Context: an optimization exercise on an open-source flow, tuned for small area, a short achievable clock period and few clock cycles per item. The choices shown serve that exercise and are no tape-out recipe. The RTL was checked by simulation tests, not by an equivalence proof against the original design.

--- design/flow/design.v ---
package mdu_pkg;
    localparam int MDU_XLEN = 64;
    localparam logic [2:0] OP_MUL    = 3'b000;
    localparam logic [2:0] OP_MULH   = 3'b001;
    localparam logic [2:0] OP_MULHSU = 3'b010;
    localparam logic [2:0] OP_MULHU  = 3'b011;
    localparam logic [2:0] OP_DIV    = 3'b100;
    localparam logic [2:0] OP_DIVU   = 3'b101;
    localparam logic [2:0] OP_REM    = 3'b110;
    localparam logic [2:0] OP_REMU   = 3'b111;
    typedef enum logic [2:0] {IDLE, PRE, RUN, FIX, NEG, DONE} state_t;
endpackage
module mdu_neg #(
    parameter int W = 64
) (
    input  logic         neg,
    input  logic [W-1:0] din,
    output logic [W-1:0] dout
);
    logic [W-1:0] x, p, pn;
    always_comb begin
        x = din ^ {W{neg}};
        p = x;
        for (int d = 1; d < W; d = d * 2) begin
            pn = p;
            for (int i = 0; i < W; i++)
                if ((i / d) % 2 == 1) pn[i] = p[i] & p[(i / d) * d - 1];
            p = pn;
        end
        dout[0] = x[0] ^ neg;
        for (int i = 1; i < W; i++) dout[i] = x[i] ^ (neg & p[i-1]);
    end
endmodule
module mdu_add #(
    parameter int W = 67
) (
    input  logic [W-1:0] a,
    input  logic [W-1:0] b,
    input  logic         ci,
    output logic [W-1:0] s
);
    localparam int N = W + 1;
    logic [N-1:0] g0, p0, g, p, gn, pn;
    always_comb begin
        g0[0] = ci; p0[0] = 1'b0;
        for (int i = 0; i < W; i++) begin
            g0[i+1] = a[i] & b[i];
            p0[i+1] = a[i] ^ b[i];
        end
        g = g0; p = p0;
        for (int d = 1; d < N; d = d * 2) begin
            gn = g; pn = p;
            for (int i = 0; i < N; i++)
                if ((i / d) % 2 == 1) begin
                    gn[i] = g[i] | (p[i] & g[(i / d) * d - 1]);
                    pn[i] = p[i] & p[(i / d) * d - 1];
                end
            g = gn; p = pn;
        end
        for (int i = 0; i < W; i++) s[i] = p0[i+1] ^ g[i];
    end
endmodule
module mdu_lzc64 (
    input  logic [63:0] din,
    output logic [6:0]  cnt,
    output logic [7:0]  bnz
);
    logic [31:0] v1; logic [31:0]   c1;
    logic [15:0] v2; logic [15:0][1:0] c2;
    logic [7:0]  v3; logic [7:0][2:0]  c3;
    logic [3:0]  v4; logic [3:0][3:0]  c4;
    logic [1:0]  v5; logic [1:0][4:0]  c5;
    logic        v6; logic [5:0]       c6;
    always_comb begin
        for (int i = 0; i < 32; i++) begin
            v1[i] = din[2*i+1] | din[2*i];
            c1[i] = ~din[2*i+1];
        end
        for (int i = 0; i < 16; i++) begin
            v2[i] = v1[2*i+1] | v1[2*i];
            c2[i] = v1[2*i+1] ? {1'b0, c1[2*i+1]} : {1'b1, c1[2*i]};
        end
        for (int i = 0; i < 8; i++) begin
            v3[i] = v2[2*i+1] | v2[2*i];
            c3[i] = v2[2*i+1] ? {1'b0, c2[2*i+1]} : {1'b1, c2[2*i]};
        end
        for (int i = 0; i < 4; i++) begin
            v4[i] = v3[2*i+1] | v3[2*i];
            c4[i] = v3[2*i+1] ? {1'b0, c3[2*i+1]} : {1'b1, c3[2*i]};
        end
        for (int i = 0; i < 2; i++) begin
            v5[i] = v4[2*i+1] | v4[2*i];
            c5[i] = v4[2*i+1] ? {1'b0, c4[2*i+1]} : {1'b1, c4[2*i]};
        end
        v6 = v5[1] | v5[0];
        c6 = v5[1] ? {1'b0, c5[1]} : {1'b1, c5[0]};
        cnt = v6 ? {1'b0, c6} : 7'd64;
        bnz = v3;
    end
endmodule
module mdu_iterative #(
    parameter int XLEN       = mdu_pkg::MDU_XLEN,
    parameter int REG_ADDR_W = 5
) (
    input  logic                  clk,
    input  logic                  reset,
    input  logic                  start,
    input  logic [2:0]            op,
    input  logic [XLEN-1:0]       rs1_val,
    input  logic [XLEN-1:0]       rs2_val,
    input  logic [REG_ADDR_W-1:0] rd_addr,
    input  logic                  kill,
    output logic                  busy,
    output logic                  done,
    output logic [XLEN-1:0]       result,
    output logic [REG_ADDR_W-1:0] wr_addr,
    output logic                  wr_en
);
    mdu_pkg::state_t state, state_nxt;
    logic [63:0] X, X_d;      
    logic        xs, xs_d;    
    logic [64:0] H, H_d;      
    logic [63:0] L, L_d;      
    logic        y, y_d;      
    logic        is_div, is_rem, res_hi, res_hi_d, corr, neg_res, a_neg;
    logic [6:0]  lza_q, lzb_q;    
    logic [2:0]  skc, skc_d;  
    logic [6:0]  stc, stc_d;  
    logic [REG_ADDR_W-1:0] rd_q;
    logic        rd_nz;
    logic        k_mstep, k_mskip, k_dstep, k_dskip, k_fix;
    logic        m_one, m_two, m_neg, m_one1, m_two1, m_neg1, m_resh, m_resl;
    logic        n_mstep, n_mskip, n_dstep, n_dskip, n_fix, n_one, n_two, n_neg;
    logic        n_one1, n_two1, n_neg1, n_resh, n_resl;
    logic in_div, a_sg, b_sg, dsg, fa, fb, swap, div0;
    logic [6:0]  lza, lzb;
    logic [7:0]  kq;
    logic        early;
    assign in_div = op[2];
    assign dsg    = in_div & ~op[0];                        
    assign a_sg   = ~in_div & (op[1:0] != 2'b11);           
    assign b_sg   = ~in_div & ~op[1];                       
    assign fa = (~in_div | dsg) & rs1_val[63];
    assign fb = (~in_div | dsg) & rs2_val[63];
    logic [7:0] bnza, bnzb;
    mdu_lzc64 u_lza (.din(rs1_val ^ {64{fa}}), .cnt(lza), .bnz(bnza));
    mdu_lzc64 u_lzb (.din(rs2_val ^ {64{fb}}), .cnt(lzb), .bnz(bnzb));
    assign kq    = {1'b0, lzb_q} - {1'b0, lza_q} + {7'd0, a_neg} + 8'd1;
    assign div0  = lzb_q == 7'd64 && !X[63];
    assign early = div0 | kq[7] | (kq == 8'd0);    
    logic [7:0] sba, sbb;             
    always_comb begin
        sba = bnza;
        sbb = bnzb;
        for (int j = 6; j >= 0; j--) begin
            sba[j] = sba[j] | sba[j+1];
            sbb[j] = sbb[j] | sbb[j+1];
        end
    end
    assign swap = in_div | ((sbb & ~sba) != 8'd0);
    logic [3:0] chunks;
    logic [6:0] kc;
    assign kc     = kq[7:6] != 2'b00 ? 7'd64 : {1'b0, kq[5:0]};
    assign chunks = 4'((7'd64 - kc) >> 3);
    logic        b_neg;
    logic [64:0] xe;
    logic [68:0] pp0, pp1, hin, cs_s, cs_c, sum;
    logic [66:0] mag0, mag1;
    assign xe    = {xs & X[63], X};
    assign b_neg = xs & X[63];
    logic [63:0] res_sel;
    assign res_sel = res_hi ? H[63:0] : L;
    assign mag0 = ({67{m_one}}  & {{2{xe[64]}}, xe}) | ({67{m_two}}  & {xe[64], xe, 1'b0});
    assign mag1 = ({67{m_one1}} & {{2{xe[64]}}, xe}) | ({67{m_two1}} & {xe[64], xe, 1'b0});
    assign pp0  = {{2{mag0[66] ^ m_neg}}, mag0 ^ {67{m_neg}}};
    assign pp1  = {mag1 ^ {67{m_neg1}}, {2{m_neg1}}};
    assign hin  = k_dstep ? {{3{H[64]}}, H, L[63]} :
                  m_resh  ? ~{5'd0, H[63:0]} :
                  m_resl  ? ~{5'd0, L} : {{4{H[64]}}, H};
    assign cs_s = hin ^ pp0 ^ pp1;
    assign cs_c = {(hin[67:0] & pp0[67:0]) | (hin[67:0] & pp1[67:0]) | (pp0[67:0] & pp1[67:0]), m_neg | m_resh | m_resl};
    mdu_add #(.W(69)) u_add (.a(cs_s), .b(cs_c), .ci(m_neg1), .s(sum));
    logic accept, mlast, dlast;
    assign accept = (state == mdu_pkg::IDLE) && start && !kill;
    assign mlast  = (k_mskip && stc == 7'd8) || (k_mstep && stc == 7'd2);
    assign dlast  = k_dstep && stc == 7'd1;
    always_comb begin
        state_nxt = state;
        case (state)
            mdu_pkg::IDLE: if (accept) state_nxt = in_div ? mdu_pkg::PRE : mdu_pkg::RUN;
            mdu_pkg::PRE: begin
                if (kill)       state_nxt = mdu_pkg::IDLE;
                else if (early) state_nxt = mdu_pkg::DONE;
                else            state_nxt = mdu_pkg::RUN;
            end
            mdu_pkg::RUN: begin
                if (kill) state_nxt = mdu_pkg::IDLE;
                else if (dlast)
                    state_nxt = is_rem ? mdu_pkg::FIX :
                                neg_res ? mdu_pkg::NEG : mdu_pkg::DONE;
                else if (mlast)
                    state_nxt = corr ? mdu_pkg::FIX : mdu_pkg::DONE;
            end
            mdu_pkg::FIX:  state_nxt = kill ? mdu_pkg::IDLE :
                                       (is_div & neg_res) ? mdu_pkg::NEG : mdu_pkg::DONE;
            mdu_pkg::NEG:  state_nxt = kill ? mdu_pkg::IDLE : mdu_pkg::DONE;
            mdu_pkg::DONE: state_nxt = mdu_pkg::IDLE;
            default:       state_nxt = mdu_pkg::IDLE;
        endcase
    end
    always_comb begin
        X_d = X; xs_d = xs; H_d = H; L_d = L; y_d = y; skc_d = skc; stc_d = stc;
        res_hi_d = res_hi;
        if (accept) begin
            X_d   = swap ? rs2_val : rs1_val;
            xs_d  = swap ? (b_sg | dsg) : a_sg;
            H_d   = '0;
            L_d   = swap ? rs1_val : rs2_val;
            y_d   = 1'b0;
            skc_d = 3'd0;
            stc_d = 7'd32;
            res_hi_d = ~in_div & (op[1:0] != 2'b00);
        end
        if (state == mdu_pkg::PRE) begin
            if (early) begin
                if (!is_rem) L_d = {64{div0}};
            end else begin
                skc_d    = chunks[2:0];
                stc_d    = 7'd64 - {chunks[2:0], 3'b000};
                res_hi_d = is_rem;
                if (a_neg) L_d = sum[63:0];
            end
        end
        if (state == mdu_pkg::NEG) begin
            L_d      = sum[63:0];
            res_hi_d = 1'b0;
        end
        if (k_dskip) begin
            skc_d = skc - 3'd1;
            H_d   = {H[56:0], L[63:56]};
            L_d   = {L[55:0], 8'd0};
        end
        if (k_dstep) begin
            stc_d = stc - 7'd1;
            H_d   = sum[64:0];
            L_d   = {L[62:0], ~sum[68]};
        end
        if (k_mskip) begin
            stc_d = stc - 7'd8;
            H_d   = {{16{H[64]}}, H[64:16]};
            L_d   = {H[15:0], L[63:16]};
            y_d   = L[15];
        end
        if (k_mstep) begin
            stc_d = stc - 7'd2;
            H_d   = sum[68:4];
            L_d   = {sum[3:0], L[63:4]};
            y_d   = L[3];
        end
        if (k_fix) H_d = sum[64:0];
    end
    logic       div_nx, bneg_nx, ym_d, rsign_nx;
    logic [15:0] lm_d;        
    always_comb begin
        n_mstep = 1'b0; n_mskip = 1'b0; n_dstep = 1'b0; n_dskip = 1'b0; n_fix = 1'b0;
        n_one = 1'b0; n_two = 1'b0; n_neg = 1'b0;
        n_one1 = 1'b0; n_two1 = 1'b0; n_neg1 = 1'b0; n_resh = 1'b0; n_resl = 1'b0;
        div_nx  = accept ? in_div : is_div;
        rsign_nx = k_dstep & sum[68];
        lm_d = accept ? (swap ? rs1_val[15:0] : rs2_val[15:0]) : k_mskip ? L[31:16] : L[19:4];
        ym_d = accept ? 1'b0 : k_mskip ? L[15] : L[3];
        bneg_nx = xs_d & X_d[63];
        if (state_nxt == mdu_pkg::FIX) begin
            n_fix = 1'b1;
            n_one = ~div_nx | rsign_nx;
            n_neg = div_nx & bneg_nx;
        end else if (state_nxt == mdu_pkg::NEG || state_nxt == mdu_pkg::PRE) begin
            n_resh = res_hi_d;                      
            n_resl = ~res_hi_d;
        end else if (state_nxt == mdu_pkg::RUN || state_nxt == mdu_pkg::PRE) begin
            if (div_nx) begin
                n_dskip = skc_d != 3'd0;
                n_dstep = skc_d == 3'd0;
                n_one   = 1'b1;
                n_neg   = rsign_nx ? bneg_nx : ~bneg_nx;
            end else begin
                if (stc_d >= 7'd8 && lm_d == {16{ym_d}}) n_mskip = 1'b1;
                else                                          n_mstep = 1'b1;
                case ({lm_d[1:0], ym_d})
                    3'b001, 3'b010: n_one = 1'b1;
                    3'b011:         n_two = 1'b1;
                    3'b100:         begin n_two = 1'b1; n_neg = 1'b1; end
                    3'b101, 3'b110: begin n_one = 1'b1; n_neg = 1'b1; end
                    default: ;
                endcase
                case (lm_d[3:1])
                    3'b001, 3'b010: n_one1 = 1'b1;
                    3'b011:         n_two1 = 1'b1;
                    3'b100:         begin n_two1 = 1'b1; n_neg1 = 1'b1; end
                    3'b101, 3'b110: begin n_one1 = 1'b1; n_neg1 = 1'b1; end
                    default: ;
                endcase
            end
        end
        if (state_nxt == mdu_pkg::PRE) begin
            n_dskip = 1'b0; n_dstep = 1'b0;
        end
    end
    always_ff @(posedge clk or posedge reset) begin
        if (reset) begin
            state   <= mdu_pkg::IDLE;
            k_mstep <= 1'b0; k_mskip <= 1'b0; k_dstep <= 1'b0; k_dskip <= 1'b0; k_fix <= 1'b0;
        end else begin
            state   <= state_nxt;
            k_mstep <= n_mstep; k_mskip <= n_mskip; k_dstep <= n_dstep;
            k_dskip <= n_dskip; k_fix <= n_fix;
        end
    end
    always_ff @(posedge clk) begin
        X <= X_d; xs <= xs_d; H <= H_d; L <= L_d; y <= y_d;
        skc <= skc_d; stc <= stc_d; res_hi <= res_hi_d;
        m_one <= n_one; m_two <= n_two; m_neg <= n_neg;
        m_one1 <= n_one1; m_two1 <= n_two1; m_neg1 <= n_neg1;
        m_resh <= n_resh; m_resl <= n_resl;
        if (accept) begin
            rd_q    <= rd_addr;
            rd_nz   <= rd_addr != '0;
            is_div  <= in_div;
            is_rem  <= in_div & op[1];
            corr    <= ~in_div & (swap ? (~a_sg & rs1_val[63]) : (~b_sg & rs2_val[63]));
            neg_res <= in_div & (op[1] ? fa : (fa ^ fb));
            a_neg   <= in_div & fa;
            lza_q   <= lza;
            lzb_q   <= lzb;
        end
    end
    assign result  = res_sel;
    assign busy    = (state == mdu_pkg::PRE) || (state == mdu_pkg::RUN) ||
                     (state == mdu_pkg::FIX) || (state == mdu_pkg::NEG);
    assign done    = (state == mdu_pkg::DONE) && !kill;
    assign wr_en   = done && rd_nz;
    assign wr_addr = rd_q;
endmodule
--- design/flow/run.sh ---
#!/bin/bash
# synth_recipe.tcl (not shown) runs the flow's synth.tcl, then flattens the netlist and writes it again
# the make line also repeats each setting of config.mk as NAME=value (left out here)
make -C /OpenROAD-flow-scripts/flow DESIGN_CONFIG=/design/flow/config.mk WORK_HOME=/design/flow/orfs CLKGATE_MAP_FILE= SYNTH_SCRIPT=/design/flow/synth_recipe.tcl finish
--- design/flow/config.mk ---
export PLATFORM = sky130hd
export DESIGN_NAME = mdu_iterative
export DESIGN_NICKNAME = mdu_iterative
export VERILOG_FILES = /design/flow/design.v
export SDC_FILE = /design/flow/constraint.sdc
export NUM_CORES = 4
export LEC_CHECK = 0
export CAP_MARGIN = 20
export CORE_MARGIN = 2
export CORE_UTILIZATION = 40
export SETUP_SLACK_MARGIN = 0.4
export SLEW_MARGIN = 20
--- design/flow/constraint.sdc ---
create_clock -name core_clock -period 5.5 [get_ports {clk}]
set_input_delay 1.1000 -clock core_clock [delete_from_list [all_inputs] [get_ports {clk}]]
set_output_delay 1.1000 -clock core_clock [all_outputs]
set_load 0.01 [all_outputs]
==> flow_metrics.py, run 1 <==
metrics = {
    "timing": {
        "worstMarginPinSlew_ps": 1230,
        "setup_viol": 0,
        "fin_crit_sh_pct": 95.7,
        "rsz0062_at_grt": "true",
        "fin_worst_skew_ps": 30.7,
        "whs_ps": 455,
        "slew_violations": 0,
        "clock.fmax_ghz": 0.190,
        "hold_viol_final": 0,
        "tns_ps": 0,
        "final.min_clock_period_ps": 5260,
        "slew_headroom_pct": 17.0,
    },
    "drt": {
        "routed_wl_mm": 156,
        "drt-initial-drc-count": 5540,
        "route.detailed.drc": 0,
        "wl_per_cell_um": 30.3,
        "ant_nets": 0,
        "drt_pass1_iterations": 10,
        "vias": 33871,
        "vias_per_cell": 6.56,
    },
    "critical_path": {
        "cp.required_ps": 6040,
        "ff2ff_path_depth": 25,
        "rrSetupSlack_ps": 240,
        "slowest_delay_ps": 510,
        "critPathSlowestCell": "fa_1",
        "r2r-end": "L[59]$_DFF_P_",
        "worstPathMaxFanout": 10,
        "cp-end-kind": "flip-flop",
        "startpoint_type": "flip-flop",
        "r2r-start": "m_resl$_SDFF_PP0_",
        "worstPathArrival_ps": 5800,
        "cp_common_cell": "buf_4",
        "path_class": "reg -> reg",
    },
    "die": {
        "core_area_um2": 68900,
        "ioPinCount": 212,
        "die_h_um": 269,
        "placementRows": 96,
        "start_util_pct": 40.6,
        "die-area_um2": 72100,
        "die_w_um": 269,
    },
    "placement": {
        "dp_hpwl_mm": 122,
        "gp_congestion": 1.09,
        "portBuffers": 211,
    },
    "clock_tree": {
        "cts_tree": "done",
        "cts_htree_levels": 1,
        "cts_inserted_buffers": 31,
        "clock_tree.root_cell": "clkbuf_16",
        "cts.sink_count": 246,
        "clockBufferDepth": 3,
        "clkTransAtPathRegs_ps": 70,
        "clk_latency_ps": 620,
    },
    "finish": {
        "final_core_util_pct": 53.8,
        "nets": 4514,
        "drive_gt1_share_pct": 22.5,
        "area_growth_pct": 32.5,
        "fillerInstances": 6665,
    },
    "logic_synthesis": {
        "ys_top_cells_by_area": "edfxtp_1 (16%), nand2_1 (7.8%), dfxtp_1 (6.2%)",
        "async_reset_ff_share_pct": 3.25,
        "synth_nets": 3953,
        "synth.most_common_cell": "nand2_1",
        "syn_inst": 3639,
        "yosysWarnings": 3,
        "synth_top_area_share_pct": 16.3,
        "synthTopCellsByCount": "nand2_1 (580), o21ai_0 (306), nor2_1 (244)",
        "yosysSeqAreaShare_pct": 23.2,
        "synth.avg_cell_area_um2": 7.69,
        "synth_edf_count": 152,
        "synthesis.area_um2": 28000,
        "ys.flop_type": "edfxtp_1",
        "ys_ff_latch": 246,
        "synth_area_leader_cell": "edfxtp_1",
        "synth_cell_types": 91,
    },
    "run_status": {
        "outcome": "complete, no violations",
    },
    "grt": {
        "grt_start_max_net_pins": 96,
        "grt_use_total_pct": 41.6,
        "antenna_found_initial": 6,
        "overflow": 0,
        "grt_pass1_vias": 30730,
        "grt_pass1_wl_mm": 217,
    },
    "worst_hold_path": {
        "hold_class": "reg -> reg",
        "holdPathStages": 1,
        "hp-start": "skc[0]$_DFF_P_",
        "worstHoldEndpoint": "skc[0]$_DFF_P_",
    },
    "run": {
        "maxCapViolations": 0,
    },
}
## cell type report
cell class | count | area [um2] | share of cell area [%]
Timing Repair Buffer | 812 | 7140 | 19.2
Sequential cell | 246 | 6520 | 17.6
Antenna cell | 5 | 12.5 | 0.0337
Tap cell | 931 | 1160 | 3.14
Clock inverter | 25 | 289 | 0.779
Multi-Input combinational cell | 2930 | 20500 | 55.3
Inverter | 179 | 677 | 1.82
Clock buffer | 32 | 790 | 2.13
## per-stage QoR
| step | instances | area (um2) | setup WS [ps] |
|---|---|---|---|
| finish | 5160 | 37100 | 236 |
| global route | 5155 | 37100 | 76.7 |
| CTS | 5132 | 36200 | 344 |
| detailed placement | 5063 | 34700 | -241 |
| global placement | 5063 | 34700 | -208 |
| floorplan | 3639 | 28000 | 261 |
## repair_timing
| item | in CTS | in global routing |
|---|---|---|
| hold buffers | 0 | 0 |
| resized for setup | 76 | 125 |
| setup buffers | 10 | 16 |
| pin swaps | 16 | 60 |
| gates cloned | 2 | 7 |
| setup endpoints to repair | 93 | 87 |
| endpoints found under the hold margin | 0 | 0 |
## worst max-delay path by stage
stage	startpoint	end	slack, ps	cells after the start
2_1_floorplan	k_dstep$_DFF_PP0_	L[63]$_DFF_P_	260	25
3_3_place_gp	rs2_val[63]	L[51]$_DFF_P_	-210	15
3_5_place_dp	m_resl$_SDFF_PP0_	L[59]$_DFF_P_	-240	25
4_1_cts	m_resl$_SDFF_PP0_	L[63]$_DFF_P_	340	26
5_1_grt	m_resl$_SDFF_PP0_	L[63]$_DFF_P_	80	26
6_report	m_resl$_SDFF_PP0_	L[59]$_DFF_P_	240	25
## worst max-delay path, delay by kind of cell, from the launching register on
family                     cells  cell delay (ps)
buffers and inverters          8             1250
adders and majority gates      2              820
DFF                            1              460
muxes                          1              260
and+or+nand+nor                2              210
AOI/OAI and AO/OA             11             2040
xor gates and xnor gates       1              130
## kinds of logic (layout without fill, tap and decap cells)
group | Yosys count | in the layout | synth area share, %
buffers and inverters | 464 | 1048 | 6.50
multiplexers | 152 | 152 | 5.99
XOR/XNOR | 201 | 201 | 6.29
adder cells (fa/ha/maj) | 174 | 174 | 9.82
other | 0 | 5 | 0
AO/OA/AOI/OAI | 1232 | 1233 | 29.4
AND/OR/NAND/NOR | 1170 | 1170 | 18.9
flip-flops | 246 | 246 | 23.2
## placed cells by master (no fill, tap or decap), drive strengths merged, types with 26 or more instances in the layout
master	netlist	layout
buf	66	595
edfxtp	152	152
a21oi	224	224
mux2	116	116
fa	76	76
o211ai	28	28
nand3	39	39
ha	98	98
inv	177	181
nand4	33	33
nor3	60	60
a221oi	73	73
o221ai	45	45
a31oi	81	81
a221o	40	40
xnor2	141	141
a22oi	150	150
nand2	580	580
o22ai	48	48
xor2	60	60
o21ai	313	313
mux2i	36	36
nor2	244	244
nor4	33	33
clkbuf	219	37
dfxtp	86	86
clkdlybuf4s50	0	210
nand2b	26	26
a211oi	36	36
## routing by layer
layer,global-route usage (%),wire (um),share of wire [%]
met1,55.0,61000,39
met2,59.6,63100,40
met3,14.6,22200,14
met4,21.2,9900,6.3
met5,0,63,0.040
## flip-flops by register name (all words and copies together), names as in the netlist, 3 cells and up
register  count
H            65
L            64
X            64
lza_q         7
lzb_q         7
stc           7
rd_q          5
skc           3
state         3
Testbench counts, summed over its fixed seeds: cycles 35,066, items 2,400.
==> run 2: changes to the inputs <==
--- a/design/flow/design.v
+++ b/design/flow/design.v
@@ -129,9 +129,9 @@
     logic [REG_ADDR_W-1:0] rd_q;
     logic        rd_nz;
     logic        k_mstep, k_mskip, k_dstep, k_dskip, k_fix;
-    logic        m_one, m_two, m_neg, m_one1, m_two1, m_neg1, m_resh, m_resl;
+    logic        m_one, m_two, m_neg, m_one1, m_two1, m_neg1, m_l;
     logic        n_mstep, n_mskip, n_dstep, n_dskip, n_fix, n_one, n_two, n_neg;
-    logic        n_one1, n_two1, n_neg1, n_resh, n_resl;
+    logic        n_one1, n_two1, n_neg1, n_l;
     logic in_div, a_sg, b_sg, dsg, fa, fb, swap, div0;
     logic [6:0]  lza, lzb;
     logic [7:0]  kq;
@@ -170,15 +170,14 @@
     assign b_neg = xs & X[63];
     logic [63:0] res_sel;
     assign res_sel = res_hi ? H[63:0] : L;
-    assign mag0 = ({67{m_one}}  & {{2{xe[64]}}, xe}) | ({67{m_two}}  & {xe[64], xe, 1'b0});
+    assign mag0 = ({67{m_one}}  & {{2{xe[64]}}, xe}) | ({67{m_two}}  & {xe[64], xe, 1'b0}) |
+                  ({67{m_l}}    & {3'b000, L});
     assign mag1 = ({67{m_one1}} & {{2{xe[64]}}, xe}) | ({67{m_two1}} & {xe[64], xe, 1'b0});
     assign pp0  = {{2{mag0[66] ^ m_neg}}, mag0 ^ {67{m_neg}}};
     assign pp1  = {mag1 ^ {67{m_neg1}}, {2{m_neg1}}};
-    assign hin  = k_dstep ? {{3{H[64]}}, H, L[63]} :
-                  m_resh  ? ~{5'd0, H[63:0]} :
-                  m_resl  ? ~{5'd0, L} : {{4{H[64]}}, H};
+    assign hin  = k_dstep ? {{3{H[64]}}, H, L[63]} : {{4{H[64]}}, H};
     assign cs_s = hin ^ pp0 ^ pp1;
-    assign cs_c = {(hin[67:0] & pp0[67:0]) | (hin[67:0] & pp1[67:0]) | (pp0[67:0] & pp1[67:0]), m_neg | m_resh | m_resl};
+    assign cs_c = {(hin[67:0] & pp0[67:0]) | (hin[67:0] & pp1[67:0]) | (pp0[67:0] & pp1[67:0]), m_neg};
     mdu_add #(.W(69)) u_add (.a(cs_s), .b(cs_c), .ci(m_neg1), .s(sum));
     logic accept, mlast, dlast;
     assign accept = (state == mdu_pkg::IDLE) && start && !kill;
@@ -227,7 +226,6 @@
             end else begin
                 skc_d    = chunks[2:0];
                 stc_d    = 7'd64 - {chunks[2:0], 3'b000};
-                res_hi_d = is_rem;
                 if (a_neg) L_d = sum[63:0];
             end
         end
@@ -242,7 +240,7 @@
         end
         if (k_dstep) begin
             stc_d = stc - 7'd1;
-            H_d   = sum[64:0];
+            H_d   = (stc == 7'd1 && !is_rem) ? 65'd0 : sum[64:0];
             L_d   = {L[62:0], ~sum[68]};
         end
         if (k_mskip) begin
@@ -257,14 +255,21 @@
             L_d   = {sum[3:0], L[63:4]};
             y_d   = L[3];
         end
-        if (k_fix) H_d = sum[64:0];
+        if (k_fix) begin
+            if (is_div) begin
+                H_d = '0;
+                L_d = sum[63:0];
+            end else begin
+                H_d = sum[64:0];
+            end
+        end
     end
     logic       div_nx, bneg_nx, ym_d, rsign_nx;
     logic [15:0] lm_d;        
     always_comb begin
         n_mstep = 1'b0; n_mskip = 1'b0; n_dstep = 1'b0; n_dskip = 1'b0; n_fix = 1'b0;
         n_one = 1'b0; n_two = 1'b0; n_neg = 1'b0;
-        n_one1 = 1'b0; n_two1 = 1'b0; n_neg1 = 1'b0; n_resh = 1'b0; n_resl = 1'b0;
+        n_one1 = 1'b0; n_two1 = 1'b0; n_neg1 = 1'b0; n_l = 1'b0;
         div_nx  = accept ? in_div : is_div;
         rsign_nx = k_dstep & sum[68];
         lm_d = accept ? (swap ? rs1_val[15:0] : rs2_val[15:0]) : k_mskip ? L[31:16] : L[19:4];
@@ -275,8 +280,8 @@
             n_one = ~div_nx | rsign_nx;
             n_neg = div_nx & bneg_nx;
         end else if (state_nxt == mdu_pkg::NEG || state_nxt == mdu_pkg::PRE) begin
-            n_resh = res_hi_d;                      
-            n_resl = ~res_hi_d;
+            n_l   = 1'b1;                           
+            n_neg = 1'b1;
         end else if (state_nxt == mdu_pkg::RUN || state_nxt == mdu_pkg::PRE) begin
             if (div_nx) begin
                 n_dskip = skc_d != 3'd0;
@@ -321,7 +326,7 @@
         skc <= skc_d; stc <= stc_d; res_hi <= res_hi_d;
         m_one <= n_one; m_two <= n_two; m_neg <= n_neg;
         m_one1 <= n_one1; m_two1 <= n_two1; m_neg1 <= n_neg1;
-        m_resh <= n_resh; m_resl <= n_resl;
+        m_l <= n_l;
         if (accept) begin
             rd_q    <= rd_addr;
             rd_nz   <= rd_addr != '0;
--- a/design/flow/config.mk
+++ b/design/flow/config.mk
@@ -8,5 +8,5 @@
 export CAP_MARGIN = 20
 export CORE_MARGIN = 2
 export CORE_UTILIZATION = 40
-export SETUP_SLACK_MARGIN = 0.4
+export SETUP_SLACK_MARGIN = 0.7
 export SLEW_MARGIN = 20
==> flow_metrics.py, run 2 <==
metrics = {
    "critical_path": {
        "critPathSlowestCell": "fa_2",
        "cp.required_ps": 5850,
        "path_cells": "buf_12, buf_8, a222oi_1, xor2_1, fa_1, inv_2, ha_4, nand4_1, nor4_4, buf_4, buf_4, nand4_1, o211ai_1, buf_4, o311ai_4, buf_6, a21boi_4, nor2_2, fa_2, o21ai_1, a21o_1, a41o_1, and2_1",
        "worst-path-buf-inv": 7,
        "path_class": "reg -> reg",
        "worstPathArrival_ps": 5560,
        "rrSetupSlack_ps": 300,
        "startpoint": "m_one$_DFF_P_",
        "worstPathMaxFanout": 6,
        "cp_common_cell": "buf_4",
        "worst-path-stages": 23,
        "crit_family": "adder cells",
        "cp-end-kind": "flip-flop",
        "slowest_delay_ps": 590,
        "r2r-end": "H[63]$_DFFE_PP_",
        "startpoint_type": "flip-flop",
        "ff2ff_path_depth": 23,
        "r2r-start": "m_one$_DFF_P_",
        "endpoint": "H[63]$_DFFE_PP_",
    },
    "die": {
        "die-area_um2": 74200,
        "start_util_pct": 40.4,
        "die_h_um": 272,
        "core_area_um2": 71400,
        "die_w_um": 272,
        "ioPinCount": 212,
        "placementRows": 98,
    },
    "logic_synthesis": {
        "synth_nets": 3901,
        "synth_cell_types": 97,
        "synth_top_area_share_pct": 15.8,
        "ys_ff_latch": 245,
        "ys.flop_type": "edfxtp_1",
        "synth_area_leader_cell": "edfxtp_1",
        "synth.most_common_cell": "nor2_1",
        "yosysWarnings": 3,
        "synthTopCellsByCount": "nor2_1 (320), nand2_1 (289), a21oi_1 (258)",
        "synthesis.area_um2": 28800,
        "ys_top_cells_by_area": "edfxtp_1 (16%), dfxtp_1 (5.9%), fa_1 (5.3%)",
        "synth_edf_count": 152,
        "synth.avg_cell_area_um2": 8.03,
        "yosysSeqAreaShare_pct": 22.4,
        "async_reset_ff_share_pct": 3.27,
        "syn_inst": 3587,
    },
    "worst_hold_path": {
        "hold_class": "reg -> reg",
        "holdPathStages": 1,
    },
    "grt": {
        "antenna_found_initial": 15,
        "overflow": 0,
        "grt_pass1_vias": 31765,
        "grt_pass1_wl_mm": 224,
        "grt_use_total_pct": 41.1,
        "grt_start_max_net_pins": 76,
    },
    "clock_tree": {
        "cts_htree_levels": 1,
        "cts_inserted_buffers": 29,
        "clockBufferDepth": 3,
        "clk_latency_ps": 610,
        "clock_tree.root_cell": "clkbuf_16",
        "clkTransAtPathRegs_ps": 70,
        "cts.sink_count": 245,
        "cts_tree": "done",
    },
    "drt": {
        "drt-initial-drc-count": 6048,
        "route.detailed.drc": 0,
        "drt_pass1_iterations": 10,
        "vias_per_cell": 6.72,
        "routed_wl_mm": 160,
        "wl_per_cell_um": 31.2,
        "ant_nets": 0,
        "vias": 34485,
    },
    "timing": {
        "rsz0062_at_grt": "true",
        "layout_setup_ws_ps": 298,
        "worstMarginPinSlew_ps": 1210,
        "slew_violations": 0,
        "clock.fmax_ghz": 0.192,
        "fin_crit_sh_pct": 94.6,
        "final.min_clock_period_ps": 5200,
        "slew_headroom_pct": 18.7,
        "whs_ps": 457,
        "fin_worst_skew_ps": 13.0,
        "hold_viol_final": 0,
        "setup_viol": 0,
    },
    "finish": {
        "layout_common_cells": "buf_4 (544), nor2_1 (304), nand2_1 (286)",
        "drive_gt1_share_pct": 24.0,
        "fillerInstances": 6784,
        "largest_register_ffs": 65,
        "multi_input_area_um2": 21600,
        "reg_top3": "H: 65 flops, L: 64 flops, X: 64 flops",
        "nets": 4463,
        "regMostFlops": "H",
        "seqCellArea_um2": 6500,
        "final_cells": 5130,
        "layout_commonest_cell": "buf_4",
        "area_growth_pct": 32.8,
    },
    "run_status": {
        "outcome": "complete, no violations",
    },
    "placement": {
        "placed_cells": 5010,
        "gp_congestion": 1.06,
        "dp_hpwl_mm": 122,
        "portBuffers": 211,
        "dpl_worst_slack_ps": -197,
    },
    "run": {
        "maxCapViolations": 0,
    },
}
## run 2: cell count changes in the layout (fill, tap and decap cells not counted), sizes merged, moves of 19 or more
cell,previous run,this run
nand2,580,289
mux2i,36,129
nor2,244,320
o21ai,313,250
a31oi,81,31
a222oi,22,70
a21oi,224,258
xor2,60,86
a22oi,150,125
a211oi,36,60
a221oi,73,52
nand3,39,60
inv,181,200
## run 2: worst register-to-register path: stages, from the launching register on
cell and delay (ps):
dfxtp_4 360, buf_12 140, buf_8 130, a222oi_1 380, xor2_1 150, fa_1 540, inv_2 50, ha_4 260
nand4_1 230, nor4_4 370, buf_4 160, buf_4 110, nand4_1 80, o211ai_1 100, buf_4 200, o311ai_4 120
buf_6 170, a21boi_4 150, nor2_2 60, fa_2 590, o21ai_1 70, a21o_1 190, a41o_1 200, and2_1 130
## run 2: worst min-delay path by stage
stage | from | end | slack [ps]
after global routing | skc[0]$_DFF_P_ | skc[0]$_DFF_P_ | 480
after CTS | skc[0]$_DFF_P_ | skc[0]$_DFF_P_ | 450
after global placement | skc[0]$_DFF_P_ | skc[0]$_DFF_P_ | 440
final | skc[0]$_DFF_P_ | skc[0]$_DFF_P_ | 460
after floorplan | skc[0]$_DFF_P_ | skc[0]$_DFF_P_ | 430
after detailed placement | skc[0]$_DFF_P_ | skc[0]$_DFF_P_ | 440
## run 2: cell families after synthesis
group	count (synthesis)	synth area share, %
xor+xnor	211	6.41
flops	245	22.4
simple gates	985	15.9
mux	249	9.17
buf+inv	493	6.73
fa+ha+maj	174	9.53
compound gates	1230	29.9
## run 2: layout make-up
cell class | instances | share of cell area, %
multi-input cells | 2851 | 56.4
clock buffers | 36 | 2.02
inverters | 199 | 1.97
clock inverters | 18 | 0.543
repair buffers | 823 | 18.9
well taps | 950 | 3.11
flip-flops and latches | 245 | 17.0
diodes | 8 | 0.0523
## run 2: metal layers
layer	share of wire (%)	track usage, %
met1	37	52.1
met2	41	61.0
met5	0.025	0
met4	7.7	24.2
met3	14	13.1
## run 2: metrics by stage
step	instance area, um2	utilization, %	setup TNS, ps
5_1_grt	38300	53.6	0
3_3_place_gp	35500	49.8	-331
2_1_floorplan	29000	-	0
4_1_cts	37200	52.2	0
6_report	38300	53.6	0
3_5_place_dp	35500	49.8	-424
## run 2: what timing repair did
item	CTS	global route
hold buffers	0	0
cloned	1	2
setup buffers	17	37
gates resized for setup	114	142
pin swaps	89	114
endpoints found under the setup margin	101	105
Testbench counts of run 2, summed over its fixed seeds: cycles 35,066, items 2,400.
==> run 3: changes to the inputs <==
--- a/design/flow/design.v
+++ b/design/flow/design.v
@@ -128,9 +128,10 @@
     logic [6:0]  stc, stc_d;  
     logic [REG_ADDR_W-1:0] rd_q;
     logic        rd_nz;
-    logic        k_mstep, k_mskip, k_dstep, k_dskip, k_fix;
+    logic        k_mstep, k_mskip, k_dstep, k_dskip, k_fix, k_hsum, k_hzero, k_lsum;
     logic        m_one, m_two, m_neg, m_one1, m_two1, m_neg1, m_l;
     logic        n_mstep, n_mskip, n_dstep, n_dskip, n_fix, n_one, n_two, n_neg;
+    logic        n_hsum, n_hzero, n_lsum;
     logic        n_one1, n_two1, n_neg1, n_l;
     logic in_div, a_sg, b_sg, dsg, fa, fb, swap, div0;
     logic [6:0]  lza, lzb;
@@ -207,63 +208,55 @@
             default:       state_nxt = mdu_pkg::IDLE;
         endcase
     end
+    logic [64:0] H_ns;
+    logic [63:0] L_ns;
+    logic        pre_early;
+    assign pre_early = (state == mdu_pkg::PRE) && early;
     always_comb begin
-        X_d = X; xs_d = xs; H_d = H; L_d = L; y_d = y; skc_d = skc; stc_d = stc;
+        X_d = X; xs_d = xs; y_d = y; skc_d = skc; stc_d = stc;
         res_hi_d = res_hi;
+        H_ns = H; L_ns = L;
         if (accept) begin
             X_d   = swap ? rs2_val : rs1_val;
             xs_d  = swap ? (b_sg | dsg) : a_sg;
-            H_d   = '0;
-            L_d   = swap ? rs1_val : rs2_val;
+            H_ns  = '0;
+            L_ns  = swap ? rs1_val : rs2_val;
             y_d   = 1'b0;
             skc_d = 3'd0;
             stc_d = 7'd32;
             res_hi_d = ~in_div & (op[1:0] != 2'b00);
         end
-        if (state == mdu_pkg::PRE) begin
-            if (early) begin
-                if (!is_rem) L_d = {64{div0}};
-            end else begin
-                skc_d    = chunks[2:0];
-                stc_d    = 7'd64 - {chunks[2:0], 3'b000};
-                if (a_neg) L_d = sum[63:0];
-            end
-        end
-        if (state == mdu_pkg::NEG) begin
-            L_d      = sum[63:0];
-            res_hi_d = 1'b0;
+        if (state == mdu_pkg::PRE && !early) begin
+            skc_d = chunks[2:0];
+            stc_d = 7'd64 - {chunks[2:0], 3'b000};
         end
+        if (state == mdu_pkg::NEG) res_hi_d = 1'b0;
         if (k_dskip) begin
             skc_d = skc - 3'd1;
-            H_d   = {H[56:0], L[63:56]};
-            L_d   = {L[55:0], 8'd0};
+            H_ns  = {H[56:0], L[63:56]};
+            L_ns  = {L[55:0], 8'd0};
         end
         if (k_dstep) begin
             stc_d = stc - 7'd1;
-            H_d   = (stc == 7'd1 && !is_rem) ? 65'd0 : sum[64:0];
-            L_d   = {L[62:0], ~sum[68]};
+            L_ns  = {L[62:0], 1'b0};
         end
         if (k_mskip) begin
             stc_d = stc - 7'd8;
-            H_d   = {{16{H[64]}}, H[64:16]};
-            L_d   = {H[15:0], L[63:16]};
+            H_ns  = {{16{H[64]}}, H[64:16]};
+            L_ns  = {H[15:0], L[63:16]};
             y_d   = L[15];
         end
         if (k_mstep) begin
             stc_d = stc - 7'd2;
-            H_d   = sum[68:4];
-            L_d   = {sum[3:0], L[63:4]};
             y_d   = L[3];
         end
-        if (k_fix) begin
-            if (is_div) begin
-                H_d = '0;
-                L_d = sum[63:0];
-            end else begin
-                H_d = sum[64:0];
-            end
-        end
+        if (k_hzero) H_ns = '0;
     end
+    assign H_d = k_mstep ? sum[68:4] : k_hsum ? sum[64:0] : H_ns;
+    assign L_d = pre_early ? (is_rem ? L : {64{div0}}) :
+                 k_mstep   ? {sum[3:0], L[63:4]} :
+                 k_lsum    ? sum[63:0] :
+                 {L_ns[63:1], L_ns[0] | (k_dstep & ~sum[68])};
     logic       div_nx, bneg_nx, ym_d, rsign_nx;
     logic [15:0] lm_d;        
     always_comb begin
@@ -310,15 +303,21 @@
         if (state_nxt == mdu_pkg::PRE) begin
             n_dskip = 1'b0; n_dstep = 1'b0;
         end
+        n_hsum  = (n_dstep & ~(stc_d == 7'd1 & ~is_rem)) | (n_fix & ~div_nx);
+        n_hzero = (n_dstep &  (stc_d == 7'd1 & ~is_rem)) | (n_fix &  div_nx);
+        n_lsum  = (state_nxt == mdu_pkg::PRE & accept & fa) | (state_nxt == mdu_pkg::NEG) |
+                  (n_fix & div_nx);
     end
     always_ff @(posedge clk or posedge reset) begin
         if (reset) begin
             state   <= mdu_pkg::IDLE;
             k_mstep <= 1'b0; k_mskip <= 1'b0; k_dstep <= 1'b0; k_dskip <= 1'b0; k_fix <= 1'b0;
+            k_hsum  <= 1'b0; k_hzero <= 1'b0; k_lsum <= 1'b0;
         end else begin
             state   <= state_nxt;
             k_mstep <= n_mstep; k_mskip <= n_mskip; k_dstep <= n_dstep;
             k_dskip <= n_dskip; k_fix <= n_fix;
+            k_hsum  <= n_hsum; k_hzero <= n_hzero; k_lsum <= n_lsum;
         end
     end
     always_ff @(posedge clk) begin
--- a/design/flow/config.mk
+++ b/design/flow/config.mk
@@ -8,5 +8,5 @@
 export CAP_MARGIN = 20
 export CORE_MARGIN = 2
 export CORE_UTILIZATION = 40
-export SETUP_SLACK_MARGIN = 0.7
+export SETUP_SLACK_MARGIN = 0.4
 export SLEW_MARGIN = 20
==> flow_metrics.py, run 3 <==
metrics = {
    "drt": {
        "drt-initial-drc-count": 4867,
        "wl_per_cell_um": 29.4,
        "vias": 30120,
        "drt_pass1_iterations": 11,
        "route.detailed.drc": 0,
        "vias_per_cell": 6.59,
        "ant_nets": 0,
        "routed_wl_mm": 134,
    },
    "critical_path": {
        "slowest_delay_ps": 460,
        "cp_common_cell": "buf_4",
        "rrSetupSlack_ps": 200,
        "worstPathMaxFanout": 13,
        "worstPathArrival_ps": 5820,
        "crit_family": "compound AO/OA/AOI/OAI gates",
        "path_cells": "buf_12, buf_12, a222oi_1, buf_4, xor2_2, fa_1, inv_2, ha_4, nand4_1, buf_4, nor2_2, a221oi_2, nand3_2, and2_4, o31ai_4, a211oi_2, buf_4, o221ai_4, o2111ai_4, buf_4, mux2_4, o41a_1, o221ai_1",
        "path_class": "reg -> reg",
        "cp.required_ps": 6030,
        "startpoint_type": "flip-flop",
        "critPathSlowestCell": "a222oi_1",
        "worst-path-stages": 23,
        "worst-path-buf-inv": 7,
        "cp-end-kind": "flip-flop",
        "ff2ff_path_depth": 23,
    },
    "logic_synthesis": {
        "synth_compound_area_share_pct": 27.0,
        "synthTopCellsByCount": "a21oi_1 (264), nand2_1 (256), inv_1 (224)",
        "synth-xor-area-share_pct": 6.77,
        "synth_cell_types": 92,
        "synth_top_area_share_pct": 23.5,
        "async_reset_ff_share_pct": 4.05,
        "ys_top_cells_by_area": "edfxtp_1 (24%), fa_1 (5.5%), mux2i_1 (5.1%)",
        "synthesis.area_um2": 27500,
        "yosysWarnings": 3,
        "synth_area_leader_cell": "edfxtp_1",
        "synth_edf_count": 216,
        "synth.area.mux_share_pct": 10.0,
        "synthAdderAreaFrac_pct": 9.97,
        "yosysSeqAreaShare_pct": 26.0,
        "ys.flop_type": "edfxtp_1",
        "synth_top_family_by_area": "compound AO/OA/AOI/OAI gates",
        "synth.most_common_cell": "a21oi_1",
        "synth_nets": 3550,
        "ys_ff_latch": 247,
        "synthSimpleGateAreaFrac_pct": 13.4,
        "syn_inst": 3236,
        "synth.avg_cell_area_um2": 8.51,
    },
    "clock_tree": {
        "cts_tree": "done",
        "clock_tree.root_cell": "clkbuf_16",
        "clkTransAtPathRegs_ps": 70,
        "clk_latency_ps": 640,
        "cts.sink_count": 247,
        "cts_inserted_buffers": 31,
        "clockBufferDepth": 3,
        "cts_htree_levels": 1,
    },
    "timing": {
        "clock.fmax_ghz": 0.189,
        "fin_crit_sh_pct": 96.3,
        "final.min_clock_period_ps": 5300,
        "slew_headroom_pct": 16.0,
        "whs_ps": 482,
        "slew_violations": 0,
        "fin_worst_skew_ps": 37.0,
        "rsz0062_at_grt": "true",
        "setup_viol": 0,
        "worstMarginPinSlew_ps": 1240,
        "hold_viol_final": 0,
        "layout_setup_ws_ps": 204,
    },
    "placement": {
        "portBuffers": 211,
        "dpl_worst_slack_ps": -202,
        "dp_hpwl_mm": 103,
        "gp_congestion": 1.04,
    },
    "finish": {
        "layout_commonest_cell": "buf_4",
        "drive_gt1_share_pct": 21.0,
        "nets": 3971,
        "regMostFlops": "H",
        "layout_common_cells": "buf_4 (386), nand2_1 (254), a21oi_1 (238)",
        "fillerInstances": 6383,
        "reg_top3": "H: 65 flops, L: 64 flops, X: 64 flops",
        "multi_input_area_um2": 19500,
        "seqCellArea_um2": 7190,
        "area_growth_pct": 28.6,
        "largest_register_ffs": 65,
    },
    "grt": {
        "grt_pass1_wl_mm": 191,
        "grt_use_total_pct": 36.5,
        "grt_start_max_net_pins": 86,
        "antenna_found_initial": 4,
        "overflow": 0,
        "grt_pass1_vias": 27736,
    },
    "die": {
        "core_area_um2": 68300,
        "die-area_um2": 71000,
        "placementRows": 96,
        "die_w_um": 266,
        "start_util_pct": 40.3,
        "ioPinCount": 212,
        "die_h_um": 266,
    },
    "run_status": {
        "outcome": "complete, no violations",
    },
    "worst_hold_path": {
        "hold_class": "reg -> reg",
        "holdPathStages": 1,
    },
    "run": {
        "maxCapViolations": 0,
    },
}
[run 3: cell count changes after synthesis, moves of 13 or more]
cell      before  now
a211o_1       20    7
a211oi_1      56   16
and3_1        37   19
clkbuf_1     224  192
dfxtp_1       85   21
edfxtp_1     152  216
inv_1        196  224
nand2_1      289  256
nand2b_1      33   18
nor2_1       320  178
o21ai_1       30   10
o221ai_1      35   22
o22ai_1       47   30
[run 3: cell families (layout without fill, tap and decap cells)]
family,count (synthesis),after routing
compound gates,1088,1089
xor+xnor,213,213
flops,247,247
buf+inv,481,926
other cells,0,4
fa+ha+maj,174,174
mux,261,261
simple gates,772,772
[run 3: through the flow]
step	std cells	setup TNS (ps)	util [%]	area (um2)
6_report	4568	0	51.8	35400
5_1_grt	4566	0	51.8	35400
4_1_cts	4549	0	50.9	34800
3_5_place_dp	4476	-911	48.6	33200
3_3_place_gp	4475	-534	48.5	33200
2_1_floorplan	3236	0	-	27600
[run 3: repair_timing]
action                     4_1_cts  5_1_grt
pin swaps                       68       91
hold buffers                     0        0
resized for setup               78      104
cloned                           2        2
buffers inserted                13       13
setup endpoints to repair       56       83
[run 3: final cells by class]
class                      instances  area share, %
tap                              882           3.11
multi-input combinational       2509           54.9
timing repair buffer             640           16.3
clock buffer                      33           2.21
sequential                       247           20.3
antenna                            4         0.0282
inverter                         228           2.43
clock inverter                    25          0.667
[run 3: layer usage]
metal | GRT usage (%) | up-vias | share of wire, %
met5 | 1.18 | - | 0.092
met4 | 17.2 | 4 | 6.3
met3 | 11.2 | 480 | 14
met2 | 52.6 | 2305 | 41
met1 | 49.4 | 14290 | 39
li1 | - | 13041 | -
[run 3: path summary, 6_finish.rpt]
kind / end / from
worst min register to register: skc[0]$_DFF_P_ / skc[0]$_DFF_P_
worst max register to register: m_neg$_DFF_P_ / m_one$_DFF_P_
worst max-delay path: m_neg$_DFF_P_ / m_one$_DFF_P_
max in group asynchronous: k_mstep$_DFF_PP0_ / reset
min in group asynchronous: k_hzero$_DFF_PP0_ / reset
worst min-delay path: skc[0]$_DFF_P_ / skc[0]$_DFF_P_
Testbench counts of run 3, summed over its fixed seeds: cycles 35,066, items 2,400.
==> run 4: changes to the inputs <==
--- a/design/flow/config.mk
+++ b/design/flow/config.mk
@@ -8,5 +8,5 @@
 export CAP_MARGIN = 20
 export CORE_MARGIN = 2
 export CORE_UTILIZATION = 40
-export SETUP_SLACK_MARGIN = 0.4
+export SETUP_SLACK_MARGIN = 0.2
 export SLEW_MARGIN = 20
==> flow_metrics.py, run 4 <==
metrics = {
    "run_status": {
        "outcome": "complete, no violations",
    },
    "critical_path": {
        "path_class": "reg -> reg",
        "worstPathMaxFanout": 40,
        "startpoint_type": "flip-flop",
        "worstPathArrival_ps": 5790,
        "cp.required_ps": 6010,
        "cp-end-kind": "flip-flop",
    },
    "grt": {
        "antenna_found_initial": 1,
        "grt_start_max_net_pins": 89,
        "grt_use_total_pct": 36.3,
        "overflow": 0,
        "grt_pass1_wl_mm": 189,
        "grt_busiest_layer": "met2",
        "met3_usage_pct": 10.3,
        "use_met1_pct": 50.0,
        "met2_usage_pct": 51.9,
        "grt_pass1_vias": 27310,
    },
    "die": {
        "ioPinCount": 212,
        "die_w_um": 266,
        "placementRows": 96,
        "core_area_um2": 68300,
        "start_util_pct": 40.3,
        "die_h_um": 266,
        "die-area_um2": 71000,
    },
    "logic_synthesis": {
        "synthTopCellsByCount": "a21oi_1 (264), nand2_1 (256), inv_1 (224)",
        "synth_area_leader_cell": "edfxtp_1",
        "synthesis.area_um2": 27500,
        "synth.avg_cell_area_um2": 8.51,
        "synth_nets": 3550,
        "async_reset_ff_share_pct": 4.05,
        "ys.flop_type": "edfxtp_1",
        "synth_edf_count": 216,
        "synth_top_area_share_pct": 23.5,
        "yosysWarnings": 3,
        "syn_inst": 3236,
        "synth.most_common_cell": "a21oi_1",
        "synth_cell_types": 92,
        "ys_ff_latch": 247,
        "ys_top_cells_by_area": "edfxtp_1 (24%), fa_1 (5.5%), mux2i_1 (5.1%)",
        "yosysSeqAreaShare_pct": 26.0,
    },
    "clock_tree": {
        "clkTransAtPathRegs_ps": 60,
        "cts_inserted_buffers": 29,
        "cts-hold-fix-buffers": 0,
        "clock_tree.root_cell": "clkbuf_16",
        "cts_tree": "done",
        "cts.sink_count": 247,
        "cts_htree_levels": 1,
        "clk_latency_ps": 600,
        "clockBufferDepth": 3,
    },
    "timing": {
        "slew_headroom_pct": 25.9,
        "layout_setup_ws_ps": 224,
        "final.min_clock_period_ps": 5280,
        "setup_viol": 0,
        "hold_viol_final": 0,
        "fin_worst_skew_ps": 10.4,
        "tns_ps": 0,
        "clock.fmax_ghz": 0.190,
        "rsz0062_at_grt": "true",
        "slew_violations": 0,
        "worstMarginPinSlew_ps": 1110,
        "fin_crit_sh_pct": 95.9,
    },
    "worst_hold_path": {
        "hold_class": "reg -> reg",
    },
    "drt": {
        "drt-initial-drc-count": 5239,
        "wl_per_cell_um": 29.8,
        "routed_wl_mm": 133,
        "route.detailed.drc": 0,
        "vias": 29325,
        "vias_per_cell": 6.56,
        "drt_pass1_iterations": 10,
        "ant_nets": 0,
    },
    "finish": {
        "layout_common_cells": "buf_4 (321), nand2_1 (255), a21oi_1 (252)",
        "area_growth_pct": 23.4,
        "drive_gt1_share_pct": 16.9,
        "largest_register_ffs": 65,
        "nets": 3879,
        "reg_top3": "H: 65 flops, L: 64 flops, X: 64 flops",
        "fillerInstances": 6536,
        "layout_commonest_cell": "buf_4",
        "regMostFlops": "H",
        "final_cells": 4473,
    },
    "run": {
        "maxCapViolations": 0,
    },
    "placement": {
        "dp_hpwl_mm": 103,
        "portBuffers": 211,
        "gp_congestion": 1.07,
        "dpl_worst_slack_ps": -162,
        "placed_cells": 4408,
    },
}
==> run 4: cell counts after synthesis <==
Identical to the previous run, type by type.
==> run 4: metrics by stage <==
step	instance area, um2	utilization (%)	hold slack [ps]
after floorplan	27600	-	449
after global placement	32500	47.6	473
after detailed placement	32500	47.6	490
after CTS	33600	49.2	499
after global routing	34000	49.7	536
final	34000	49.7	489
==> run 4: final cells by class <==
class	instances	area (um2)	area share [%]
well taps	882	1100	3.25
diodes	4	10.0	0.0295
repair buffers	551	4890	14.4
multi-input cells	2508	18900	55.8
inverters	228	860	2.53
clock inverters	16	180	0.530
clock buffers	37	807	2.37
flip-flops and latches	247	7180	21.1
==> run 4: logic make-up (layout without fill, tap and decap cells) <==
kind of cell / count (synthesis) / after routing / share of synthesized area, %
AO/OA/AOI/OAI: 1088 / 1088 / 27.0
AND/OR/NAND/NOR: 772 / 772 / 13.4
buffers and inverters: 481 / 832 / 6.80
flip-flops: 247 / 247 / 26.0
adder cells (fa/ha/maj): 174 / 174 / 9.97
other: 0 / 4 / 0
multiplexers: 261 / 261 / 10.0
XOR/XNOR: 213 / 213 / 6.77
==> run 4: final timing paths <==
check	to	start	slack, ps	cells after the start
min in group asynchronous	state[1]$_DFF_PP0_	reset	840	2
min	skc[0]$_DFF_P_	skc[0]$_DFF_P_	490	1
max in group asynchronous	k_mskip$_DFF_PP0_	reset	4260	2
max reg2reg	m_neg$_DFF_P_	m_one$_DFF_P_	220	19
min reg2reg	skc[0]$_DFF_P_	skc[0]$_DFF_P_	490	1
max	m_neg$_DFF_P_	m_one$_DFF_P_	220	19
==> run 4: timing repair <==
item | in CTS | in global routing
gates resized for setup | 15 | 52
endpoints found under the setup margin | 16 | 60
pin swaps | 6 | 43
buffers inserted | 1 | 5
==> run 4: metal layers <==
metal / part of all wire (%) / wire, um
met1: 40 / 53200
met2: 40 / 53800
met5: 0.0098 / 13
met3: 14 / 18100
met4: 6.0 / 7960
==> run 4: worst max-delay path: stages, from the launching register on <==
cell and delay, ps:
dfxtp_2 340, buf_12 170, buf_4 190, a222oi_1 570, xor2_1 190, fa_1 530, inv_1 40, ha_1 350
nand3_1 170, nor3_2 310, nand3_2 170, a21oi_4 170, buf_6 150, o31ai_4 100, a211oi_2 330, o221ai_2 180
o2111ai_2 290, mux2_4 360, o41a_1 410, o221ai_1 160
==> run 5: changes to the inputs <==
--- a/design/flow/config.mk
+++ b/design/flow/config.mk
@@ -8,5 +8,5 @@
 export CAP_MARGIN = 20
 export CORE_MARGIN = 2
 export CORE_UTILIZATION = 40
-export SETUP_SLACK_MARGIN = 0.2
+export SETUP_SLACK_MARGIN = 0.25
 export SLEW_MARGIN = 20
==> flow_metrics.py, run 5 <==
metrics = {
    "timing": {
        "final.min_clock_period_ps": 5210,
        "clock.fmax_ghz": 0.192,
        "fin_crit_sh_pct": 94.7,
        "slew_headroom_pct": 19.8,
        "hold_viol_final": 0,
        "whs_ps": 484,
        "rsz0062_at_grt": "true",
        "worstMarginPinSlew_ps": 1200,
        "fin_worst_skew_ps": 22.5,
        "slew_violations": 0,
        "setup_viol": 0,
    },
    "critical_path": {
        "worstPathMaxFanout": 8,
        "startpoint_type": "flip-flop",
        "cp.required_ps": 5860,
        "cp-end-kind": "flip-flop",
        "path_class": "reg -> reg",
        "worstPathArrival_ps": 5570,
    },
    "die": {
        "die-area_um2": 71000,
        "die_w_um": 266,
        "die_h_um": 266,
        "core_area_um2": 68300,
        "ioPinCount": 212,
        "placementRows": 96,
        "start_util_pct": 40.3,
    },
    "logic_synthesis": {
        "yosysWarnings": 3,
        "synthesis.area_um2": 27500,
        "synth_top_area_share_pct": 23.5,
        "ys_top_cells_by_area": "edfxtp_1 (24%), fa_1 (5.5%), mux2i_1 (5.1%)",
        "synth_area_leader_cell": "edfxtp_1",
        "synth_edf_count": 216,
        "yosysSeqAreaShare_pct": 26.0,
        "synth_cell_types": 92,
        "async_reset_ff_share_pct": 4.05,
        "synth.most_common_cell": "a21oi_1",
        "synth_nets": 3550,
        "synth.avg_cell_area_um2": 8.51,
        "synthTopCellsByCount": "a21oi_1 (264), nand2_1 (256), inv_1 (224)",
        "syn_inst": 3236,
        "ys.flop_type": "edfxtp_1",
        "ys_ff_latch": 247,
    },
    "finish": {
        "final_core_util_pct": 49.8,
        "drive_gt1_share_pct": 16.8,
        "reg_top3": "H: 65 flops, L: 64 flops, X: 64 flops",
        "layout_common_cells": "buf_4 (301), nand2_1 (254), a21oi_1 (254)",
        "nets": 3865,
        "area_growth_pct": 23.7,
        "layout_commonest_cell": "buf_4",
        "regMostFlops": "H",
        "largest_register_ffs": 65,
    },
    "drt": {
        "drt-initial-drc-count": 5248,
        "vias_per_cell": 6.64,
        "route.detailed.drc": 0,
        "drt_pass1_iterations": 11,
        "vias": 29595,
        "wl_per_cell_um": 29.5,
        "routed_wl_mm": 132,
        "ant_nets": 0,
    },
    "placement": {
        "portBuffers": 211,
        "gp_congestion": 1.06,
        "dp_hpwl_mm": 102,
    },
    "clock_tree": {
        "cts_tree": "done",
        "cts-hold-fix-buffers": 0,
        "cts.sink_count": 247,
        "clk_latency_ps": 630,
        "clkTransAtPathRegs_ps": 70,
        "clock_tree.root_cell": "clkbuf_16",
        "clockBufferDepth": 3,
        "cts_htree_levels": 1,
        "cts_inserted_buffers": 31,
    },
    "grt": {
        "grt_pass1_vias": 27206,
        "antenna_found_initial": 3,
        "overflow": 0,
        "grt_use_total_pct": 35.6,
        "grt_pass1_wl_mm": 187,
        "grt_start_max_net_pins": 102,
    },
    "run_status": {
        "outcome": "complete, no violations",
    },
    "worst_hold_path": {
        "hold_class": "reg -> reg",
    },
    "run": {
        "maxCapViolations": 0,
    },
}
[run 5: cell counts after synthesis]
Identical to the previous run, type by type.
[run 5: final timing paths]
path | from | to | slack (ps) | cells after the start
setup / recovery | m_one$_DFF_P_ | L[46]$_DFFE_PP_ | 290 | 19
setup reg to reg | m_one$_DFF_P_ | L[46]$_DFFE_PP_ | 290 | 19
hold reg to reg | skc[0]$_DFF_P_ | skc[0]$_DFF_P_ | 480 | 1
max in group asynchronous | reset | k_dstep$_DFF_PP0_ | 4300 | 2
hold / removal | skc[0]$_DFF_P_ | skc[0]$_DFF_P_ | 480 | 1
min in group asynchronous | reset | k_hzero$_DFF_PP0_ | 820 | 2
[run 5: cell families after synthesis]
family          after synthesis  synth area share [%]
buf+inv                     481                  6.80
mux                         261                  10.0
xor+xnor                    213                  6.77
fa+ha+maj                   174                  9.97
compound gates             1088                  27.0
flops                       247                  26.0
simple gates                772                  13.4
[run 5: layer usage]
layer	GRT usage (%)	vias to the layer above	part of all wire (%)
met3	9.19	418	14
met4	14.8	4	5.8
li1	-	12824	-
met2	52.0	2317	41
met1	49.7	14032	40
met5	0	-	0.025
[run 5: final cells by class]
class | instances | area [um2]
clock inverter | 20 | 221
fill | 6462 | 34300
clock buffer | 37 | 840
tap | 882 | 1100
inverter | 228 | 860
timing repair buffer | 535 | 4840
antenna | 1 | 2.50
multi-input combinational | 2508 | 19000
sequential | 247 | 7190
[run 5: metrics by stage]
stage	setup TNS (ps)	setup WS [ps]	area (um2)	cells
4_1_cts	0	219	33600	4446
6_report	0	293	34100	4458
3_5_place_dp	-258	-186	32400	4387
5_1_grt	0	159	34100	4457
2_1_floorplan	0	258	27600	3236
3_3_place_gp	-330	-213	32400	4387
[run 5: worst max-delay path: stages, from the launching register on]
cell and delay [ps]:
dfxtp_4 440, clkbuf_16 210, a222oi_1 430, xor2_1 240, fa_1 460, inv_1 100
ha_4 220, and4_4 190, a221o_1 350, a221oi_2 250, buf_4 180, nand2_4 70
a211o_1 330, a21oi_2 230, o21bai_4 120, a211oi_2 250, xor2_1 240, buf_4 190
a21oi_2 60, a221o_1 390
[run 5: what timing repair did]
item,in CTS,in global routing
hold endpoints to repair,0,0
endpoints found under the setup margin,26,57
gates cloned,0,3
setup buffers,2,8
pin swaps,11,74
resized for setup,21,58

## separate check: timing with driven ports
The results above use ideal ports. As a check the final layouts listed here were re-extracted and re-timed, cells and wires unchanged.
Step 1 sets driving cells, clkbuf_16 on the clock port and buf_2 on the other inputs (assumed; they add their load-dependent delay and slew).
Step 2 also shifts input and output timing later by t, the mid clock arrival at the registers, as if the neighbouring blocks saw the same clock.
Three values: no drivers, after step 1, after step 2; two values: the first two.
run | shift t [ns] | slack for setup (ns) | worst register clock-pin slew, ns | worst data-port slew with drivers (ns) | cell pins on the clock port's net
run 1 | 0.672 | 0.236 / 0.236 / -0.125 | 0.07 / 0.07 | 0.08 | 1
run 2 | 0.661 | 0.298 / 0.298 / 0.220 | 0.07 / 0.07 | 0.08 | 1
run 3 | 0.685 | 0.204 / 0.204 / -0.293 | 0.07 / 0.07 | 0.07 | 1
run 4 | 0.657 | 0.224 / 0.224 / -0.130 | 0.07 / 0.07 | 0.06 | 1
run 5 | 0.686 | 0.293 / 0.293 / 0.034 | 0.07 / 0.07 | 0.06 | 1
With both steps, setup timing fails in run 1, run 3 and run 4, where it was met with ideal ports. The setup slack of run 3, which loses most, moves by 0.000 ns with the drivers and by -0.497 ns with both steps.
